What follows belongs to an exercise in optimizing a design on an open flow for small area, a short achievable clock period and few clock cycles; a production flow would make more cautious choices. Where RTL was checked, it was by simulation tests only, not by an equivalence proof against the original. Power figures rest on the tool's default switching activity, not on a simulated workload.

==> wip/yarrow: inputs <==
==> flow/design.v <==
package isa_pkg;
    localparam logic [6:0] opc_op     = 7'b0110011;
    localparam logic [6:0] opc_op_imm = 7'b0010011;
    localparam logic [2:0] f3_add_sub = 3'b000;
    localparam logic [2:0] f3_mul     = 3'b000;
    localparam logic [2:0] f3_sll     = 3'b001;
    localparam logic [2:0] f3_xor     = 3'b100;
    localparam logic [2:0] f3_srl_sra = 3'b101;
    localparam logic [2:0] f3_or      = 3'b110;
    localparam logic [2:0] f3_and     = 3'b111;
    localparam logic [6:0] f7_base   = 7'b0000000;
    localparam logic [6:0] f7_alt    = 7'b0100000;
    localparam logic [6:0] f7_muldiv = 7'b0000001;
    typedef struct packed {
        logic [6:0] funct7;
        logic [4:0] rs2;
        logic [4:0] rs1;
        logic [2:0] funct3;
        logic [4:0] rd;
        logic [6:0] opcode;
    } r_fmt_t;
    typedef struct packed {
        logic [11:0] imm12;
        logic [4:0]  rs1;
        logic [2:0]  funct3;
        logic [4:0]  rd;
        logic [6:0]  opcode;
    } i_fmt_t;
    typedef union packed {
        r_fmt_t r_fmt;
        i_fmt_t i_fmt;
    } instr_word_u;
endpackage
package uop_pkg;
    typedef enum logic [3:0] {
        uop_add,
        uop_sub,
        uop_and,
        uop_or,
        uop_xor,
        uop_sll,
        uop_srl,
        uop_beq,
        uop_bne,
        uop_nop
    } uop_op_t;
    typedef enum logic [1:0] {
        opk_reg,
        opk_trap_src1,
        opk_trap_src2,
        opk_trap_dst
    } operand_kind_t;
    typedef logic [4:0] reg_idx_t;
    localparam reg_idx_t reg_x0   = 5'd0;
    localparam reg_idx_t reg_tmp0 = 5'd16;
    localparam reg_idx_t reg_tmp1 = 5'd17;
    localparam reg_idx_t reg_tmp2 = 5'd18;
    localparam reg_idx_t reg_tmp3 = 5'd19;
    localparam reg_idx_t reg_tmp4 = 5'd20;
    localparam int num_arch_regs = 16;
    localparam int num_regs      = 24;
    typedef logic [4:0]        rom_addr_t;
    typedef logic signed [4:0] br_off_t;
    localparam int        ucode_rom_rows = 32;
    localparam rom_addr_t rom_ent_mul    = 5'd0;
endpackage
module uop_frontend #(
    parameter int xlen = 32
) (
    input  logic                 clk,
    input  logic                 reset,
    input  logic                 instr_valid,
    input  isa_pkg::instr_word_u instr,
    output logic                 instr_ready,
    output logic                 wb_valid,
    output uop_pkg::reg_idx_t    wb_reg,
    output logic [xlen-1:0]      wb_data
);
    localparam int MB = 8;              
    localparam int ND = MB / 2;         
    logic [31:0] rf [1:15];
    logic [31:0] opa, opb;              
    logic [31:0] pc;                    
    logic        ex_wr;                 
    logic        ex_mul;                
    logic        ex_cap;                
    logic [4:0]  ex_step;               
    logic [3:0]  ex_mbyte;              
    logic        ex_arith, ex_sub, ex_and, ex_or, ex_xor, ex_sll, ex_srl;
    logic        fwd_a, fwd_b;          
    logic [3:0]  ex_rd;
    logic        ready_q;
    assign instr_ready = ready_q;
    logic [31:0] w;
    assign w = instr;
    logic [6:0] d_opc, d_f7;
    logic [2:0] d_f3;
    logic [4:0] d_rd, d_rs1, d_rs2;
    assign d_opc = w[6:0];
    assign d_rd  = w[11:7];
    assign d_f3  = w[14:12];
    assign d_rs1 = w[19:15];
    assign d_rs2 = w[24:20];
    assign d_f7  = w[31:25];
    logic d_rtype, d_itype;
    logic d_add, d_sub, d_and, d_or, d_xor, d_mul, d_sll, d_srl, d_any, d_wr;
    always_comb begin
        d_rtype = d_opc == 7'b0110011 && !d_rd[4] && !d_rs1[4] && !d_rs2[4];
        d_itype = d_opc == 7'b0010011 && !d_rd[4] && !d_rs1[4];
        d_add = (d_rtype && d_f7 == 7'b0000000 && d_f3 == 3'b000) || (d_itype && d_f3 == 3'b000);
        d_sub = d_rtype && d_f7 == 7'b0100000 && d_f3 == 3'b000;
        d_and = d_rtype && d_f7 == 7'b0000000 && d_f3 == 3'b111;
        d_or  = d_rtype && d_f7 == 7'b0000000 && d_f3 == 3'b110;
        d_xor = d_rtype && d_f7 == 7'b0000000 && d_f3 == 3'b100;
        d_mul = d_rtype && d_f7 == 7'b0000001 && d_f3 == 3'b000;
        d_sll = d_itype && d_f7 == 7'b0000000 && d_f3 == 3'b001;
        d_srl = d_itype && d_f7 == 7'b0000000 && d_f3 == 3'b101;
        d_any = d_add | d_sub | d_and | d_or | d_xor | d_mul | d_sll | d_srl;
        d_wr  = d_any && d_rd[3:0] != 4'd0;
    end
    logic acc;
    assign acc = instr_valid & ready_q;
    logic byp_a, byp_b;    
    logic nfw_a, nfw_b;    
    assign byp_a = wb_valid && wb_reg[3:0] == d_rs1[3:0];
    assign byp_b = wb_valid && wb_reg[3:0] == d_rs2[3:0];
    logic [15:1] wen;
    always_comb for (int i = 1; i < 16; i++) wen[i] = wb_valid && wb_reg[3:0] == 4'(i);
    logic [31:0] rd1, rd2;
    always_comb begin
        rd1 = {32{byp_a}} & wb_data;
        rd2 = {32{byp_b}} & wb_data;
        for (int i = 1; i < 16; i++) begin
            rd1 = rd1 | ({32{d_rs1[3:0] == 4'(i) && !wen[i]}} & rf[i]);
            rd2 = rd2 | ({32{d_rs2[3:0] == 4'(i) && !wen[i]}} & rf[i]);
        end
    end
    assign nfw_a = ex_wr && ex_rd == d_rs1[3:0] && d_rs1[3:0] != 4'd0;
    assign nfw_b = ex_wr && ex_rd == d_rs2[3:0] && d_rs2[3:0] != 4'd0 && !d_itype;
    logic [31:0] a, b, bx, sum, lres, shin, shr, shrev, sres;
    logic        fin;                  
    assign a  = fwd_a ? wb_data : opa;
    assign b  = ({32{fwd_b}} & wb_data) | ({32{fin}} & pc) | ({32{~fwd_b & ~fin}} & opb);
    logic [32:0] sum33;
    assign bx = b ^ {32{ex_sub}};
    assign sum33 = {a, 1'b1} + {bx, ex_sub};
    assign sum = sum33[32:1];
    assign lres = ({32{ex_and}} & (a & b)) | ({32{ex_or}} & (a | b)) | ({32{ex_xor}} & (a ^ b));
    always_comb begin
        for (int i = 0; i < 32; i++) shin[i] = ex_sll ? a[31-i] : a[i];
        shr = shin >> opb[4:0];
        for (int i = 0; i < 32; i++) shrev[i] = shr[31-i];
    end
    assign sres = ({32{ex_sll}} & shrev) | ({32{ex_srl}} & shr);
    logic                negc;       
    logic [MB:0]         bsrc;       
    logic [ND-1:0]       bneg, bone, btwo;    
    logic [ND-1:0][31:0] bm;
    logic [31:0]         mask;       
    logic [5:0][31:0]    rows;
    logic                first;
    assign first = ex_step[0];
    always_comb begin
        for (int i = 0; i < 32; i++) mask[i] = ex_mbyte[i / MB];
        for (int j = 0; j < ND; j++) begin
            bm[j]   = (({32{bone[j]}} & opa) | ({32{btwo[j]}} & {opa[30:0], 1'b0})) ^ ({32{bneg[j]}} & mask);
            rows[j] = bm[j] << (2 * j);
        end
        for (int s = 0; s < 5; s++) begin
            for (int j = 0; j < ND - 1; j++) begin
                if (MB * s + 2 * j < 32)
                    rows[j+1][MB*s+2*j] = rows[j+1][MB*s+2*j] | (bneg[j] & ex_step[s]);
            end
            if (s > 0 && MB * s - 2 < 32)
                rows[0][MB*s-2] = rows[0][MB*s-2] | (negc & ex_step[s]);
        end
        rows[ND]   = first ? 32'd0 : wb_data;
        rows[ND+1] = first ? 32'd0 : pc;
    end
    logic [31:0] ms, mc;
    csa_tree6 t (.r(rows), .s(ms), .c(mc));
    logic last_step, mdone;
    assign mdone = (opb[31:MB-1] == '0 || opb[31:MB-1] == '1) && !bneg[ND-1];
    assign last_step = ex_mul && !ex_cap && mdone;
    logic [31:0] opb_ld;
    assign opb_ld = d_itype ? {{20{w[31]}}, w[31:20]} : rd2;
    always_comb begin
        if (ready_q)     bsrc = {opb_ld[MB-1:0], 1'b0};
        else if (ex_cap) bsrc = {fwd_b ? wb_data[MB-1:0] : opb[MB-1:0], 1'b0};
        else             bsrc = opb[2*MB-1:MB-1];
    end
    always_ff @(posedge clk) begin
        for (int j = 0; j < ND; j++) begin
            bneg[j] <= bsrc[2*j+2] & ~(bsrc[2*j+1] & bsrc[2*j]);
            bone[j] <= bsrc[2*j+1] ^ bsrc[2*j];
            btwo[j] <= (bsrc[2*j+2] & ~bsrc[2*j+1] & ~bsrc[2*j]) | (~bsrc[2*j+2] & bsrc[2*j+1] & bsrc[2*j]);
        end
    end
    always_ff @(posedge clk) begin
        if (ready_q) begin
            opa <= rd1;
            opb <= opb_ld;
        end else if (ex_mul) begin
            if (ex_cap) begin
                if (fwd_a) opa <= wb_data;
                if (fwd_b) opb <= wb_data;
            end else begin
                opa <= opa << MB;
                opb <= {{MB{opb[31]}}, opb[31:MB]};
            end
        end
    end
    always_ff @(posedge clk) begin
        pc    <= mc;
        negc  <= bneg[ND-1];
    end
    always_ff @(posedge clk) begin
        if (reset) begin
            ex_wr   <= 1'b0;
            ex_mul  <= 1'b0;
            ex_cap  <= 1'b0;
            ready_q <= 1'b1;
        end else if (acc) begin
            ex_wr   <= d_wr;
            ex_mul  <= d_wr & d_mul;
            ex_cap  <= d_wr & d_mul & (nfw_a | nfw_b);
            ready_q <= !(d_wr & d_mul);
        end else if (ex_mul) begin
            ex_cap <= 1'b0;
            if (last_step) begin
                ex_mul  <= 1'b0;
                ready_q <= 1'b1;
            end
        end else begin
            ex_wr <= 1'b0;
        end
    end
    always_ff @(posedge clk) begin
        fin      <= ~ready_q & last_step;
        ex_arith <= ready_q ? (d_add | d_sub) : last_step;
        ex_sub   <= ready_q & d_sub;
        ex_and   <= ready_q & d_and;
        ex_or    <= ready_q & d_or;
        ex_xor   <= ready_q & d_xor;
        ex_sll   <= ready_q & d_sll;
        ex_srl   <= ready_q & d_srl;
        fwd_a    <= ready_q ? nfw_a : 1'b1;
        fwd_b    <= ready_q & nfw_b;
    end
    always_ff @(posedge clk) begin
        if (ready_q) begin
            ex_rd    <= d_rd[3:0];
            ex_step  <= 5'b00001;
            ex_mbyte <= 4'b1111;
        end else if (ex_mul && !ex_cap) begin
            ex_step  <= {ex_step[3:0], 1'b0};
            ex_mbyte <= {ex_mbyte[2:0], 1'b0};
        end
    end
    always_ff @(posedge clk) begin
        if (reset) begin
            wb_valid <= 1'b0;
        end else begin
            wb_valid <= ex_wr & ~ex_mul;
        end
    end
    always_ff @(posedge clk) begin
        wb_reg  <= {1'b0, ex_rd};
        wb_data <= ({32{ex_mul & ~ex_cap}} & ms) | ({32{ex_arith}} & sum) | lres | sres;
    end
    always_ff @(posedge clk) begin
        for (int i = 1; i < 16; i++) begin
            if (wen[i]) rf[i] <= wb_data;
        end
    end
endmodule
module csa_row (
    input  logic [31:0] x,
    input  logic [31:0] y,
    input  logic [31:0] z,
    output logic [31:0] s,
    output logic [31:0] c
);
    logic [31:0] m;
    assign s = x ^ y ^ z;
    assign m = (x & y) | (x & z) | (y & z);
    assign c = {m[30:0], 1'b0};
endmodule
module csa_tree6 (
    input  logic [5:0][31:0] r,
    output logic [31:0] s,
    output logic [31:0] c
);
    logic [31:0] s0, c0, s1, c1, s2, c2;
    csa_row l1a (.x(r[4]), .y(r[5]), .z(r[0]), .s(s0), .c(c0));
    csa_row l1b (.x(r[1]), .y(r[2]), .z(r[3]), .s(s1), .c(c1));
    csa_row l2  (.x(s0), .y(c0), .z(s1), .s(s2), .c(c2));
    csa_row l3  (.x(s2), .y(c2), .z(c1), .s(s), .c(c));
endmodule
==> flow/run.sh <==
#!/bin/bash
# synth_recipe.tcl (not shown) runs the flow's synth.tcl, then flattens the netlist and writes it again
# the make line also repeats each setting of config.mk as NAME=value (left out here)
make -C /OpenROAD-flow-scripts/flow DESIGN_CONFIG=/design/flow/config.mk WORK_HOME=/design/flow/orfs CLKGATE_MAP_FILE= SYNTH_SCRIPT=/design/flow/synth_recipe.tcl finish
==> flow/config.mk <==
export PLATFORM = sky130hd
export DESIGN_NAME = uop_frontend
export DESIGN_NICKNAME = uop_frontend
export VERILOG_FILES = /design/flow/design.v
export SDC_FILE = /design/flow/constraint.sdc
export NUM_CORES = 4
export LEC_CHECK = 0
export ABC_AREA = 1
export CAP_MARGIN = 20
export CORE_MARGIN = 2
export CORE_UTILIZATION = 55
export CTS_BUF_LIST = sky130_fd_sc_hd__clkbuf_4 sky130_fd_sc_hd__clkbuf_8
export SETUP_SLACK_MARGIN = 5
export SLEW_MARGIN = 20
==> flow/constraint.sdc <==
create_clock -name core_clock -period 8.5 [get_ports {clk}]
set_input_delay 1.7000 -clock core_clock [delete_from_list [all_inputs] [get_ports {clk}]]
set_output_delay 1.7000 -clock core_clock [all_outputs]
set_load 0.01 [all_outputs]
==> wip/sierra: changes against wip/yarrow <==
--- a/flow/design.v
+++ b/flow/design.v
@@ -82,3 +82,2 @@
     logic [31:0] opa, opb;              
-    logic [31:0] pc;                    
     logic        ex_wr;                 
@@ -86,5 +85,4 @@
     logic        ex_cap;                
-    logic [4:0]  ex_step;               
-    logic [3:0]  ex_mbyte;              
-    logic        ex_arith, ex_sub, ex_and, ex_or, ex_xor, ex_sll, ex_srl;
+    logic [2:0]  ex_step;
+    logic        ex_add, ex_sub, ex_and, ex_or, ex_xor, ex_sll, ex_srl;
     logic        fwd_a, fwd_b;          
@@ -122,2 +120,11 @@
     assign acc = instr_valid & ready_q;
+    logic [31:0] rd1, rd2;
+    always_comb begin
+        rd1 = '0;
+        rd2 = '0;
+        for (int i = 1; i < 16; i++) begin
+            rd1 = rd1 | ({32{d_rs1[3:0] == 4'(i)}} & rf[i]);
+            rd2 = rd2 | ({32{d_rs2[3:0] == 4'(i)}} & rf[i]);
+        end
+    end
     logic byp_a, byp_b;    
@@ -126,23 +133,9 @@
     assign byp_b = wb_valid && wb_reg[3:0] == d_rs2[3:0];
-    logic [15:1] wen;
-    always_comb for (int i = 1; i < 16; i++) wen[i] = wb_valid && wb_reg[3:0] == 4'(i);
-    logic [31:0] rd1, rd2;
-    always_comb begin
-        rd1 = {32{byp_a}} & wb_data;
-        rd2 = {32{byp_b}} & wb_data;
-        for (int i = 1; i < 16; i++) begin
-            rd1 = rd1 | ({32{d_rs1[3:0] == 4'(i) && !wen[i]}} & rf[i]);
-            rd2 = rd2 | ({32{d_rs2[3:0] == 4'(i) && !wen[i]}} & rf[i]);
-        end
-    end
     assign nfw_a = ex_wr && ex_rd == d_rs1[3:0] && d_rs1[3:0] != 4'd0;
     assign nfw_b = ex_wr && ex_rd == d_rs2[3:0] && d_rs2[3:0] != 4'd0 && !d_itype;
-    logic [31:0] a, b, bx, sum, lres, shin, shr, shrev, sres;
-    logic        fin;                  
+    logic [31:0] a, b, bx, sum, lres, shin, shr, shrev, sres, res;
     assign a  = fwd_a ? wb_data : opa;
-    assign b  = ({32{fwd_b}} & wb_data) | ({32{fin}} & pc) | ({32{~fwd_b & ~fin}} & opb);
-    logic [32:0] sum33;
+    assign b  = fwd_b ? wb_data : opb;
     assign bx = b ^ {32{ex_sub}};
-    assign sum33 = {a, 1'b1} + {bx, ex_sub};
-    assign sum = sum33[32:1];
+    assign sum = a + bx + {31'd0, ex_sub};
     assign lres = ({32{ex_and}} & (a & b)) | ({32{ex_or}} & (a | b)) | ({32{ex_xor}} & (a ^ b));
@@ -154,5 +147,8 @@
     assign sres = ({32{ex_sll}} & shrev) | ({32{ex_srl}} & shr);
+    assign res  = ({32{ex_add | ex_sub}} & sum) | lres | sres;
+    logic [31:0]         pc;         
+    logic                bprev;      
     logic                negc;       
-    logic [MB:0]         bsrc;       
-    logic [ND-1:0]       bneg, bone, btwo;    
+    logic [MB:0]         bx3;
+    logic [ND-1:0]       bneg, bone, btwo;
     logic [ND-1:0][31:0] bm;
@@ -161,6 +157,10 @@
     logic                first;
-    assign first = ex_step[0];
-    always_comb begin
-        for (int i = 0; i < 32; i++) mask[i] = ex_mbyte[i / MB];
+    assign first = ex_step == 3'd0;
+    assign bx3 = {opb[MB-1:0], bprev & ~first};
+    always_comb begin
+        for (int i = 0; i < 32; i++) mask[i] = 3'(i / MB) >= ex_step;
         for (int j = 0; j < ND; j++) begin
+            bneg[j] = bx3[2*j+2] & ~(bx3[2*j+1] & bx3[2*j]);
+            bone[j] = bx3[2*j+1] ^ bx3[2*j];
+            btwo[j] = (bx3[2*j+2] & ~bx3[2*j+1] & ~bx3[2*j]) | (~bx3[2*j+2] & bx3[2*j+1] & bx3[2*j]);
             bm[j]   = (({32{bone[j]}} & opa) | ({32{btwo[j]}} & {opa[30:0], 1'b0})) ^ ({32{bneg[j]}} & mask);
@@ -171,6 +171,6 @@
                 if (MB * s + 2 * j < 32)
-                    rows[j+1][MB*s+2*j] = rows[j+1][MB*s+2*j] | (bneg[j] & ex_step[s]);
+                    rows[j+1][MB*s+2*j] = rows[j+1][MB*s+2*j] | (bneg[j] & (ex_step == 3'(s)));
             end
             if (s > 0 && MB * s - 2 < 32)
-                rows[0][MB*s-2] = rows[0][MB*s-2] | (negc & ex_step[s]);
+                rows[0][MB*s-2] = rows[0][MB*s-2] | (negc & (ex_step == 3'(s)));
         end
@@ -184,20 +184,6 @@
     assign last_step = ex_mul && !ex_cap && mdone;
-    logic [31:0] opb_ld;
-    assign opb_ld = d_itype ? {{20{w[31]}}, w[31:20]} : rd2;
-    always_comb begin
-        if (ready_q)     bsrc = {opb_ld[MB-1:0], 1'b0};
-        else if (ex_cap) bsrc = {fwd_b ? wb_data[MB-1:0] : opb[MB-1:0], 1'b0};
-        else             bsrc = opb[2*MB-1:MB-1];
-    end
-    always_ff @(posedge clk) begin
-        for (int j = 0; j < ND; j++) begin
-            bneg[j] <= bsrc[2*j+2] & ~(bsrc[2*j+1] & bsrc[2*j]);
-            bone[j] <= bsrc[2*j+1] ^ bsrc[2*j];
-            btwo[j] <= (bsrc[2*j+2] & ~bsrc[2*j+1] & ~bsrc[2*j]) | (~bsrc[2*j+2] & bsrc[2*j+1] & bsrc[2*j]);
-        end
-    end
-    always_ff @(posedge clk) begin
-        if (ready_q) begin
-            opa <= rd1;
-            opb <= opb_ld;
+    always_ff @(posedge clk) begin
+        if (acc) begin
+            opa <= byp_a ? wb_data : rd1;
+            opb <= d_itype ? {{20{w[31]}}, w[31:20]} : (byp_b ? wb_data : rd2);
         end else if (ex_mul) begin
@@ -208,3 +194,3 @@
                 opa <= opa << MB;
-                opb <= {{MB{opb[31]}}, opb[31:MB]};
+                opb <= mdone ? mc : {{MB{opb[31]}}, opb[31:MB]};
             end
@@ -214,2 +200,3 @@
         pc    <= mc;
+        bprev <= opb[MB-1];
         negc  <= bneg[ND-1];
@@ -238,21 +225,26 @@
     always_ff @(posedge clk) begin
-        fin      <= ~ready_q & last_step;
-        ex_arith <= ready_q ? (d_add | d_sub) : last_step;
-        ex_sub   <= ready_q & d_sub;
-        ex_and   <= ready_q & d_and;
-        ex_or    <= ready_q & d_or;
-        ex_xor   <= ready_q & d_xor;
-        ex_sll   <= ready_q & d_sll;
-        ex_srl   <= ready_q & d_srl;
-        fwd_a    <= ready_q ? nfw_a : 1'b1;
-        fwd_b    <= ready_q & nfw_b;
-    end
-    always_ff @(posedge clk) begin
-        if (ready_q) begin
-            ex_rd    <= d_rd[3:0];
-            ex_step  <= 5'b00001;
-            ex_mbyte <= 4'b1111;
-        end else if (ex_mul && !ex_cap) begin
-            ex_step  <= {ex_step[3:0], 1'b0};
-            ex_mbyte <= {ex_mbyte[2:0], 1'b0};
+        if (acc) begin
+            ex_rd   <= d_rd[3:0];
+            ex_add  <= d_add;
+            ex_sub  <= d_sub;
+            ex_and  <= d_and;
+            ex_or   <= d_or;
+            ex_xor  <= d_xor;
+            ex_sll  <= d_sll;
+            ex_srl  <= d_srl;
+            fwd_a   <= nfw_a;
+            fwd_b   <= nfw_b;
+            ex_step <= '0;
+        end else if (ex_mul) begin
+            if (ex_cap) begin
+                fwd_a <= 1'b0;
+                fwd_b <= 1'b0;
+            end else begin
+                ex_step <= ex_step + 3'd1;
+                if (last_step) begin
+                    ex_add <= 1'b1;
+                    fwd_a  <= 1'b1;
+                    fwd_b  <= 1'b0;
+                end
+            end
         end
@@ -268,3 +260,3 @@
         wb_reg  <= {1'b0, ex_rd};
-        wb_data <= ({32{ex_mul & ~ex_cap}} & ms) | ({32{ex_arith}} & sum) | lres | sres;
+        wb_data <= (ex_mul & ~ex_cap) ? ms : res;
     end
@@ -272,3 +264,3 @@
         for (int i = 1; i < 16; i++) begin
-            if (wen[i]) rf[i] <= wb_data;
+            if (wb_valid && wb_reg[3:0] == 4'(i)) rf[i] <= wb_data;
         end
==> flow/config.mk (replaced) <==
export PLATFORM = sky130hd
export DESIGN_NAME = uop_frontend
export DESIGN_NICKNAME = uop_frontend
export VERILOG_FILES = /design/flow/design.v
export SDC_FILE = /design/flow/constraint.sdc
export NUM_CORES = 4
export LEC_CHECK = 0
export CAP_MARGIN = 20
export CORE_MARGIN = 2
export CORE_UTILIZATION = 40
export SETUP_SLACK_MARGIN = 4
export SLEW_MARGIN = 20
==> wip/cedar: changes against wip/yarrow <==
--- a/flow/design.v
+++ b/flow/design.v
@@ -82,3 +82,3 @@
     logic [31:0] opa, opb;              
-    logic [31:0] pc;                    
+    logic [31:0] ps, pc;                
     logic        ex_wr;                 
@@ -122,2 +122,11 @@
     assign acc = instr_valid & ready_q;
+    logic [31:0] rd1, rd2;
+    always_comb begin
+        rd1 = '0;
+        rd2 = '0;
+        for (int i = 1; i < 16; i++) begin
+            rd1 = rd1 | ({32{d_rs1[3:0] == 4'(i)}} & rf[i]);
+            rd2 = rd2 | ({32{d_rs2[3:0] == 4'(i)}} & rf[i]);
+        end
+    end
     logic byp_a, byp_b;    
@@ -126,13 +135,2 @@
     assign byp_b = wb_valid && wb_reg[3:0] == d_rs2[3:0];
-    logic [15:1] wen;
-    always_comb for (int i = 1; i < 16; i++) wen[i] = wb_valid && wb_reg[3:0] == 4'(i);
-    logic [31:0] rd1, rd2;
-    always_comb begin
-        rd1 = {32{byp_a}} & wb_data;
-        rd2 = {32{byp_b}} & wb_data;
-        for (int i = 1; i < 16; i++) begin
-            rd1 = rd1 | ({32{d_rs1[3:0] == 4'(i) && !wen[i]}} & rf[i]);
-            rd2 = rd2 | ({32{d_rs2[3:0] == 4'(i) && !wen[i]}} & rf[i]);
-        end
-    end
     assign nfw_a = ex_wr && ex_rd == d_rs1[3:0] && d_rs1[3:0] != 4'd0;
@@ -140,5 +138,4 @@
     logic [31:0] a, b, bx, sum, lres, shin, shr, shrev, sres;
-    logic        fin;                  
     assign a  = fwd_a ? wb_data : opa;
-    assign b  = ({32{fwd_b}} & wb_data) | ({32{fin}} & pc) | ({32{~fwd_b & ~fin}} & opb);
+    assign b  = fwd_b ? wb_data : opb;
     logic [32:0] sum33;
@@ -176,3 +173,3 @@
         end
-        rows[ND]   = first ? 32'd0 : wb_data;
+        rows[ND]   = first ? 32'd0 : ps;
         rows[ND+1] = first ? 32'd0 : pc;
@@ -185,5 +182,5 @@
     logic [31:0] opb_ld;
-    assign opb_ld = d_itype ? {{20{w[31]}}, w[31:20]} : rd2;
-    always_comb begin
-        if (ready_q)     bsrc = {opb_ld[MB-1:0], 1'b0};
+    assign opb_ld = d_itype ? {{20{w[31]}}, w[31:20]} : (byp_b ? wb_data : rd2);
+    always_comb begin
+        if (ready_q)     bsrc = {byp_b ? wb_data[MB-1:0] : rd2[MB-1:0], 1'b0};    
         else if (ex_cap) bsrc = {fwd_b ? wb_data[MB-1:0] : opb[MB-1:0], 1'b0};
@@ -200,3 +197,3 @@
         if (ready_q) begin
-            opa <= rd1;
+            opa <= byp_a ? wb_data : rd1;
             opb <= opb_ld;
@@ -207,4 +204,4 @@
             end else begin
-                opa <= opa << MB;
-                opb <= {{MB{opb[31]}}, opb[31:MB]};
+                opa <= mdone ? ms : opa << MB;
+                opb <= mdone ? mc : {{MB{opb[31]}}, opb[31:MB]};
             end
@@ -213,2 +210,3 @@
     always_ff @(posedge clk) begin
+        ps    <= ms;
         pc    <= mc;
@@ -238,3 +236,2 @@
     always_ff @(posedge clk) begin
-        fin      <= ~ready_q & last_step;
         ex_arith <= ready_q ? (d_add | d_sub) : last_step;
@@ -246,3 +243,3 @@
         ex_srl   <= ready_q & d_srl;
-        fwd_a    <= ready_q ? nfw_a : 1'b1;
+        fwd_a    <= ready_q & nfw_a;
         fwd_b    <= ready_q & nfw_b;
@@ -268,3 +265,3 @@
         wb_reg  <= {1'b0, ex_rd};
-        wb_data <= ({32{ex_mul & ~ex_cap}} & ms) | ({32{ex_arith}} & sum) | lres | sres;
+        wb_data <= ({32{ex_arith}} & sum) | lres | sres;
     end
@@ -272,3 +269,3 @@
         for (int i = 1; i < 16; i++) begin
-            if (wen[i]) rf[i] <= wb_data;
+            if (wb_valid && wb_reg[3:0] == 4'(i)) rf[i] <= wb_data;
         end
--- a/flow/config.mk
+++ b/flow/config.mk
@@ -7,7 +7,5 @@
 export LEC_CHECK = 0
-export ABC_AREA = 1
 export CAP_MARGIN = 20
 export CORE_MARGIN = 2
-export CORE_UTILIZATION = 55
-export CTS_BUF_LIST = sky130_fd_sc_hd__clkbuf_4 sky130_fd_sc_hd__clkbuf_8
+export CORE_UTILIZATION = 40
 export SETUP_SLACK_MARGIN = 5
==> results.txt <==
quantity                                                        wip/cedar                  wip/sierra                 wip/yarrow
Status                                           timing/DRC/antenna clean    timing/DRC/antenna clean   timing/DRC/antenna clean
Clk root buf                                   sky130_fd_sc_hd__clkbuf_16  sky130_fd_sc_hd__clkbuf_16  sky130_fd_sc_hd__clkbuf_8
Total power draw                                                  8.36 mW                     12.3 mW                    8.27 mW
Number of clock buffers inserted by TritonCTS                          76                          73                        108
Met2 Use GR                                                         0.469                       0.481                      0.673
GR Layer Usage met1                                                 0.447                       0.445                      0.675
Fillers                                                              8998                        9117                       6412
Total of clock buffers placed in the layout                            86                          83                        149
Top Usage Layer GRT                                                  met2                        met2                       met1
First element of the critical path                                 opa[6]                   instr[17]                    opa[15]
Net count of the finished layout                                     4071                        3966                       5377
Type of the worst setup path                         register to register      input port to register       register to register
Met3 WL                                                     26900 microns               26200 microns              38300 microns
Final instance area                                           50500 sq um                 45900 sq um                48400 sq um
Initial antenna violation count                                        10                          11                         10
Clk_skew                                                        0.0450 ns                   0.0309 ns                  0.0717 ns
Testbench counts of wip/yarrow, summed over its fixed seeds: cycles 15,585.
Testbench counts of wip/cedar, summed over its fixed seeds: cycles 15,585.
Function not checked in wip/sierra: the RTL went through the layout flow alone.

## afterwards: timing with drivers on the ports
How much do the figures lean on ideal ports? The routed layouts below were timed once more, with nothing changed but the port constraints. Step 1 (the two cells are an assumption about what drives the block):
set clk [get_ports {clk}]
set_driving_cell -lib_cell sky130_fd_sc_hd__clkbuf_16 $clk
set_driving_cell -lib_cell sky130_fd_sc_hd__buf_2 [delete_from_list [all_inputs] $clk]
Step 2 times the ports against the registers' clock, not the clock port: input delays grow and output delays shrink by t, the midpoint of the rising clock arrivals with the driver on. a / b / c = ideal ports / drivers / drivers and shift; a / b = the first two.
run | t, ns | setup slack, ns | worst register clock-pin slew, ns | worst data-port slew with drivers (ns) | pins driven straight from the clock port
wip/yarrow | 0.832 | 4.851 / 4.851 / 4.142 | 0.09 / 0.09 | 0.05 | 1
wip/sierra | 0.696 | 4.024 / 4.011 / 3.316 | 0.07 / 0.07 | 0.11 | 1
wip/cedar | 0.715 | 4.800 / 4.800 / 4.226 | 0.07 / 0.07 | 0.14 | 1
After both steps setup and hold are still met in every run listed. For wip/yarrow, which loses most, drivers alone change the setup slack by 0.000 ns; drivers and shift together by -0.709 ns.
